This design comes from an exercise in tuning for small area, a short achievable clock period and few clock cycles on the open sky130 flow, not from production work.
Only simulation tests tie the RTL to the original design; equivalence was not proved.
No activity file was given, so power comes from the tool's default toggle rates.

## run.sh

```bash
#!/bin/bash
# synth_recipe.tcl (not shown) runs the flow's synth.tcl, then flattens the netlist and writes it again
# the make line also repeats each setting of config.mk as NAME=value (left out here)
make -C /OpenROAD-flow-scripts/flow DESIGN_CONFIG=/design/flow/config.mk WORK_HOME=/design/flow/orfs CLKGATE_MAP_FILE= SYNTH_SCRIPT=/design/flow/synth_recipe.tcl finish
```

## config.mk

```make
export PLATFORM = sky130hd
export DESIGN_NAME = multi_button_debouncer_unit
export DESIGN_NICKNAME = multi_button_debouncer_unit
export VERILOG_FILES = /design/flow/design.v
export SDC_FILE = /design/flow/constraint.sdc
export NUM_CORES = 4
export LEC_CHECK = 0
export CAP_MARGIN = 20
export CORE_MARGIN = 2
export CORE_UTILIZATION = 40
export SLEW_MARGIN = 20
```

## constraint.sdc

```tcl
create_clock -name core_clock -period 8.0 [get_ports {clk}]
set_input_delay 1.6000 -clock core_clock [delete_from_list [all_inputs] [get_ports {clk}]]
set_output_delay 1.6000 -clock core_clock [all_outputs]
set_load 0.01 [all_outputs]
```

## design.v

```verilog
package mbd_pkg;
	localparam int BUTTON_COUNT = 9;
	localparam int PIN_W        = 9;
	localparam int NOW_W        = 32;
	localparam int DELAY_W      = 16;
	localparam int IDX_W        = 4;
	localparam int S_TDATA_W    = 48;
	localparam int M_TDATA_W    = 8;
	localparam int PADDR_W      = 1;
	localparam int PDATA_W      = 32;
	localparam logic [PADDR_W-1:0] REG_DEBOUNCE_MS = 1'b0;
	localparam logic [DELAY_W-1:0] DEBOUNCE_RESET  = 16'd50;
	typedef struct packed {
		logic             ev;
		logic [IDX_W-1:0] idx;
		logic             pressed;
	} evt_rec_t;
endpackage
module mbd_cell (
	input  logic                        clk,
	input  logic                        arst_n,
	input  logic                        load,
	input  logic                        shift,
	input  logic                        sample,
	input  logic [mbd_pkg::NOW_W-1:0]   now_ms,
	input  logic [mbd_pkg::DELAY_W-1:0] debounce_ms,
	input  logic [mbd_pkg::IDX_W-1:0]   cell_idx,
	input  mbd_pkg::evt_rec_t           rec_in,
	output mbd_pkg::evt_rec_t           rec_out
);
	logic [mbd_pkg::NOW_W-1:0] stable_q;
	logic                      deb_q;
	logic                      prev_q;
	logic                      ev_q;
	logic [mbd_pkg::IDX_W-1:0] idx_q;
	logic                      pr_q;
	logic                      chg;
	logic [mbd_pkg::NOW_W-1:0] since_n;
	logic [mbd_pkg::NOW_W-1:0] elapsed;
	logic                      fire;
	assign chg     = sample != prev_q;
	assign since_n = chg ? now_ms : stable_q;
	assign elapsed = now_ms - since_n;
	assign fire    = (elapsed > {{(mbd_pkg::NOW_W-mbd_pkg::DELAY_W){1'b0}}, debounce_ms})
		&& (sample != deb_q);
	always_ff @(posedge clk or negedge arst_n) begin
		if (!arst_n) begin
			stable_q <= '0;
			deb_q    <= 1'b0;
			prev_q   <= 1'b0;
			ev_q     <= 1'b0;
		end else if (load) begin
			stable_q <= since_n;
			prev_q   <= sample;
			ev_q     <= fire;
			if (fire) begin
				deb_q <= sample;
			end
		end else if (shift) begin
			ev_q <= rec_in.ev;
		end
	end
	always_ff @(posedge clk) begin
		if (load) begin
			idx_q <= cell_idx;
			pr_q  <= sample;
		end else if (shift) begin
			idx_q <= rec_in.idx;
			pr_q  <= rec_in.pressed;
		end
	end
	assign rec_out.ev      = ev_q;
	assign rec_out.idx     = idx_q;
	assign rec_out.pressed = pr_q;
endmodule
module multi_button_debouncer_unit (
	input  logic                          clk,
	input  logic                          arst_n,
	input  logic [mbd_pkg::S_TDATA_W-1:0] s_tdata,
	input  logic                          s_tvalid,
	output logic                          s_tready,
	output logic [mbd_pkg::M_TDATA_W-1:0] m_tdata,
	output logic                          m_tlast,
	output logic                          m_tvalid,
	input  logic                          m_tready,
	input  logic                          psel,
	input  logic                          penable,
	input  logic                          pwrite,
	input  logic [mbd_pkg::PADDR_W-1:0]   paddr,
	input  logic [mbd_pkg::PDATA_W-1:0]   pwdata,
	output logic [mbd_pkg::PDATA_W-1:0]   prdata,
	output logic                          pready
);
	localparam int N = mbd_pkg::BUTTON_COUNT;
	logic [mbd_pkg::DELAY_W-1:0] debounce_q;
	logic [mbd_pkg::PIN_W-1:0]   pins;
	logic [mbd_pkg::NOW_W-1:0]   now_ms;
	logic                        load;
	logic                        advance;
	logic [N-1:0]                ev_vec;
	logic [N-1:0]                rest_ev;
	localparam int REC_W = mbd_pkg::IDX_W + 2;
	logic [REC_W*(N+1)-1:0]      rec;
	mbd_pkg::evt_rec_t           head;
	logic                        m_tvalid_q;
	logic [mbd_pkg::IDX_W-1:0]   idx_q;
	logic                        pressed_q;
	logic                        last_q;
	assign pready = 1'b1;
	always_ff @(posedge clk or negedge arst_n) begin
		if (!arst_n) begin
			debounce_q <= mbd_pkg::DEBOUNCE_RESET;
		end else if (psel && penable && pwrite && pready
				&& paddr == mbd_pkg::REG_DEBOUNCE_MS) begin
			debounce_q <= pwdata[mbd_pkg::DELAY_W-1:0];
		end
	end
	always_comb begin
		prdata = '0;
		if (paddr == mbd_pkg::REG_DEBOUNCE_MS) begin
			prdata = {{(mbd_pkg::PDATA_W-mbd_pkg::DELAY_W){1'b0}}, debounce_q};
		end
	end
	assign pins     = s_tdata[mbd_pkg::PIN_W-1:0];
	assign now_ms   = s_tdata[mbd_pkg::PIN_W +: mbd_pkg::NOW_W];
	assign s_tready = ~|ev_vec;
	assign load     = s_tvalid && s_tready;
	assign head    = rec[REC_W-1:0];
	assign advance = !(head.ev && m_tvalid_q && !m_tready);
	assign rest_ev = ev_vec >> 1;
	assign rec[REC_W*N +: REC_W] = '0;
	for (genvar k = 0; k < N; k++) begin : g_cell
		logic sample;
		if (k < mbd_pkg::PIN_W) begin : g_pin
			assign sample = ~pins[k];
		end else begin : g_nopin
			assign sample = 1'b1;
		end
		mbd_cell u_cell (
			.clk         (clk),
			.arst_n      (arst_n),
			.load        (load),
			.shift       (advance),
			.sample      (sample),
			.now_ms      (now_ms),
			.debounce_ms (debounce_q),
			.cell_idx    (mbd_pkg::IDX_W'(k)),
			.rec_in      (rec[REC_W*(k+1) +: REC_W]),
			.rec_out     (rec[REC_W*k +: REC_W])
		);
		assign ev_vec[k] = rec[REC_W*k + REC_W-1];
	end
	always_ff @(posedge clk or negedge arst_n) begin
		if (!arst_n) begin
			m_tvalid_q <= 1'b0;
		end else if (advance && head.ev) begin
			m_tvalid_q <= 1'b1;
		end else if (m_tready) begin
			m_tvalid_q <= 1'b0;
		end
	end
	always_ff @(posedge clk) begin
		if (advance && head.ev) begin
			idx_q     <= head.idx;
			pressed_q <= head.pressed;
			last_q    <= ~|rest_ev;
		end
	end
	assign m_tvalid = m_tvalid_q;
	assign m_tlast  = last_q;
	assign m_tdata  = {{(mbd_pkg::M_TDATA_W-mbd_pkg::IDX_W-1){1'b0}}, pressed_q, idx_q};
endmodule
```

==> impl_metrics.tcl <==
set metrics [dict create \
    outcome "no timing/DRC/antenna violations" \
    startpoint_type "primary input" \
    synth_top_area_share_pct 21.60 \
    io_pins 132 \
    synth_flop_cell "dfrtp_1" \
    multi_input_area_mm2 0.02719 \
    drt_wl_total_um 124300 \
    cap_violations 0 \
    dr.pass1.iters 5 \
    yosysSeqAreaShare_pct 24.46 \
    syn_area_per_cell_um2 7.729 \
    grt_usage_pct 24.93 \
    required_ns 8.58 \
    power_leakage_uw 0.01882 \
    drc 0 \
    internal_power_uw 9393 \
    setup_slack_ns 0.6122 \
    cts_hold_repair.buffers 0 \
    fin_nets 5381 \
    p_clk_share_pct 13.2 \
    hold_violations 0 \
    clock_skew_ns 0.03311 \
    die-area_mm2 0.09777 \
    critPathArrivalTime_ns 7.96 \
    netlist_instances 4931 \
    vdd_drop_max_v 0.0002318 \
    place_ws_ns 0.01785 \
    finalSetupTns_ns 0 \
    fillCellCount 9565 \
    h-tree-depth 2 \
    synth_largest_area_cell "dfrtp_1" \
    period_minus_slack_ns 7.388 \
    yosysUniqueCellTypes 94 \
    stdcell_count 6265 \
    p_total_uw 18550 \
    p_seq_share_pct 17.8 \
    drive_above_1_share_pct 7.540 \
    tritoncts "done" \
    hp-class "flop to flop" \
    routabilityCongestion 0.9372 \
    critPathMaxFanout 6 \
    syn_to_final_growth_pct 12.25 \
    seq_area_mm2 0.009323 \
    p_per_area_mw_per_mm2 433.6 \
    num_antenna_cells 0 \
    vias_per_cell 5.762 \
    max_clock_freq_ghz 0.1354 \
    path_clk_slew_ns 0.06 \
    clk_latency_ns 0.65 \
    switching_share_pct 49.36 \
    hpwl_um 97110 \
    slew_viol_final 0 \
    grt_max_degree 169 \
    antenna_found_initial 2 \
    rsz0062_at_grt "false" \
    ant_nets 0 \
    pwr-share-comb_pct 69.0 \
    synth.area.top_cells "dfrtp_1 (22%), ha_1 (11%), o21ai_0 (7.3%), nand2_1 (6.7%), mux2i_1 (5.7%)" \
    critPathCaptureType "flop" \
    ys_async_sr_fraction_pct 88.53 \
    synth.cell_area_mm2 0.03811 \
    grt_pass1_wl_um 194100 \
    worst_pin_slew_ns 0.9418 \
    fin_crit_sh_pct 92.35 \
    rows 113 \
    grt_pass1_vias 34926 \
    port_buffers 88 \
    drtIter0Drc 2238 \
    critPathKind "primary input to flop" \
    yosys_register_bits 375 \
    wl_per_cell_um 19.84 \
    post_cts_resized 0 \
    clockBufferDepth 3 \
    die_w_um 312.7 \
    grt_overflow 0 \
    place_inst 6173 \
    synth_edf_count 15 \
    cts_sinks 375 \
    slew_headroom_pct 37.01 \
    finalSetupViolations 0 \
    via_count 36100 \
    coreArea_mm2 0.09473 \
    clock-root-buffer "clkbuf_16" \
    die_y_um 312.7 \
    yosys_warnings 2 \
    p_sw_uw 9156 \
    numCtsBuffers 50 \
    start_util_pct 40.23 \
    cts_setup_buffers 0 \
]
## sequential cells by signal (all words and copies together), names as in the netlist
register / cells
g_cell.u_cell.stable_q: 288
g_cell.u_cell.idx_q: 28
debounce_q: 16
g_cell.u_cell.deb_q: 9
g_cell.u_cell.ev_q: 9
g_cell.u_cell.pr_q: 9
g_cell.u_cell.prev_q: 9
idx_q: 4
last_q: 1
m_tvalid_q: 1
pressed_q: 1
## power groups by stage
stage	clock network [µW]	logic (µW)	registers (µW)
final	2440	12800	3300
after CTS	2510	12700	3300
after global placement	0	12600	3300
after global routing	2570	14300	3420
after floorplan	0	9400	3150
after detailed placement	0	12700	3330
## final timing paths
kind,startpoint,endpoint,slack (ns),cells past startpoint
max reg2reg,g_cell[4].u_cell.prev_q,g_cell[4].u_cell.deb_q,1.79,25
min reg2reg,g_cell[0].u_cell.idx_q[3],idx_q[3],0.44,0
min in group asynchronous,arst_n,g_cell[7].u_cell.stable_q[0],0.97,1
max,s_tdata[9],g_cell[4].u_cell.deb_q,0.61,27
min,g_cell[0].u_cell.idx_q[3],idx_q[3],0.44,0
max in group asynchronous,arst_n,g_cell[2].u_cell.stable_q[14],5.62,2
## kinds of logic after synthesis
kind of cell	Yosys count	synth area share, %
xor gates and xnor gates	262	6.060
buffers and inverters	475	4.990
adders and majority gates	408	12.90
other	2	0.01970
AOI/OAI and AO/OA	1555	25.29
and+or+nand+nor	1602	19.54
DFF	375	24.46
muxes	252	6.733
## metrics by stage
stage | utilization, % | instance area, µm² | hold WS [ns]
after floorplan | - | 38180 | 0.4003
after CTS | 45.16 | 42780 | 0.4422
final | 45.16 | 42780 | 0.4371
after detailed placement | 43.29 | 41010 | 0.4245
after global routing | 45.16 | 42780 | 0.4549
after global placement | 43.29 | 41010 | 0.4182
## cell type report
cell class | count | area share (%)
clock inverter | 22 | 0.6580
inverter | 166 | 1.456
multi-input combinational | 4099 | 63.57
tap | 1265 | 3.700
clock buffer | 70 | 3.480
timing repair buffer | 268 | 5.346
sequential | 375 | 21.79
## layout by cell type (no fill, tap or decap), drive strengths merged, types with 22 or more instances in the layout
cell type / count
nand2: 680
o21ai: 558
a21oi: 362
ha: 333
dfrtp: 329
nor2: 309
mux2i: 217
buf: 181
inv: 163
xnor2: 155
a21o: 114
nand2b: 108
xor2: 107
nor2b: 95
nand3: 89
clkdlybuf4s50: 87
nand4: 76
maj3: 75
nor3: 73
clkbuf: 70
a31oi: 64
o21bai: 41
o21a: 40
o31ai: 38
a211oi: 35
and3: 35
mux2: 35
o211ai: 33
nor4: 32
dfxtp: 28
o22ai: 26
a21boi: 24
a2111oi: 22
## per-layer routing
metal  vias up  wire [µm]  global-route usage [%]
li1      17910          -                       -
met1     17160      55760                   32.55
met2       839      59100                   43.14
met3       191       5066                   2.183
met4         0       4382                   8.591
met5         -          0                       0
## worst max-delay path, stage by stage
cell and delay (ns):
clkdlybuf4s50_1 0.46, clkinv_1 0.20, buf_4 0.24, o21ai_0 0.22
ha_1 0.21, inv_1 0.05, ha_1 0.24, a21o_1 0.19
a21oi_1 0.25, nor4_1 0.12, a2111oi_0 0.43, buf_4 0.20
o21bai_1 0.07, a21oi_1 0.22, xnor2_1 0.16, ha_1 0.27
nand4_1 0.14, nor2_1 0.08, a21boi_0 0.15, or4_1 0.60
a2111oi_0 0.40, o2111ai_1 0.18, a2111oi_0 0.40, nand4_1 0.14
o31ai_1 0.36, buf_4 0.23, mux2i_1 0.17
## synth_stat cells, drive strengths merged, types with 76 or more instances
cell and n:
a21oi 362, nand2b 108, mux2i 217, inv 160, nand4 76, ha 333
nand3 89, dfrtp 329, clkbuf 237, xnor2 155, nand2 680, a21o 114
nor2b 95, nor2 309, o21ai 558, xor2 107
Testbench counts, summed over its fixed seeds: cycles 41,722.

==> re-timing with driven ports <==
In the flow no input, the clock included, has a driving cell. The finished layout below was timed again as built, in two steps.
Step 1 assumes that a clkbuf_16 drives the clock port and a buf_2 every other input.
Step 2 times the ports against the registers' clock, not the clock port: input delays grow and output delays shrink by t, the midpoint of the rising clock arrivals with the driver on.
a / b / c = ideal ports / drivers / drivers and shift; a / b = the first two.
t (ns): 0.700
setup WS [ns]: 0.612 / 0.657 / -0.043
hold slack, ns: 0.437 / 0.437 / 0.437
worst slew at a driven data input, ns: 0.07
Met with ideal ports but missed after step 2: setup timing in this run. The setup slack of this run moves by +0.045 ns with the drivers and by -0.655 ns with both steps.
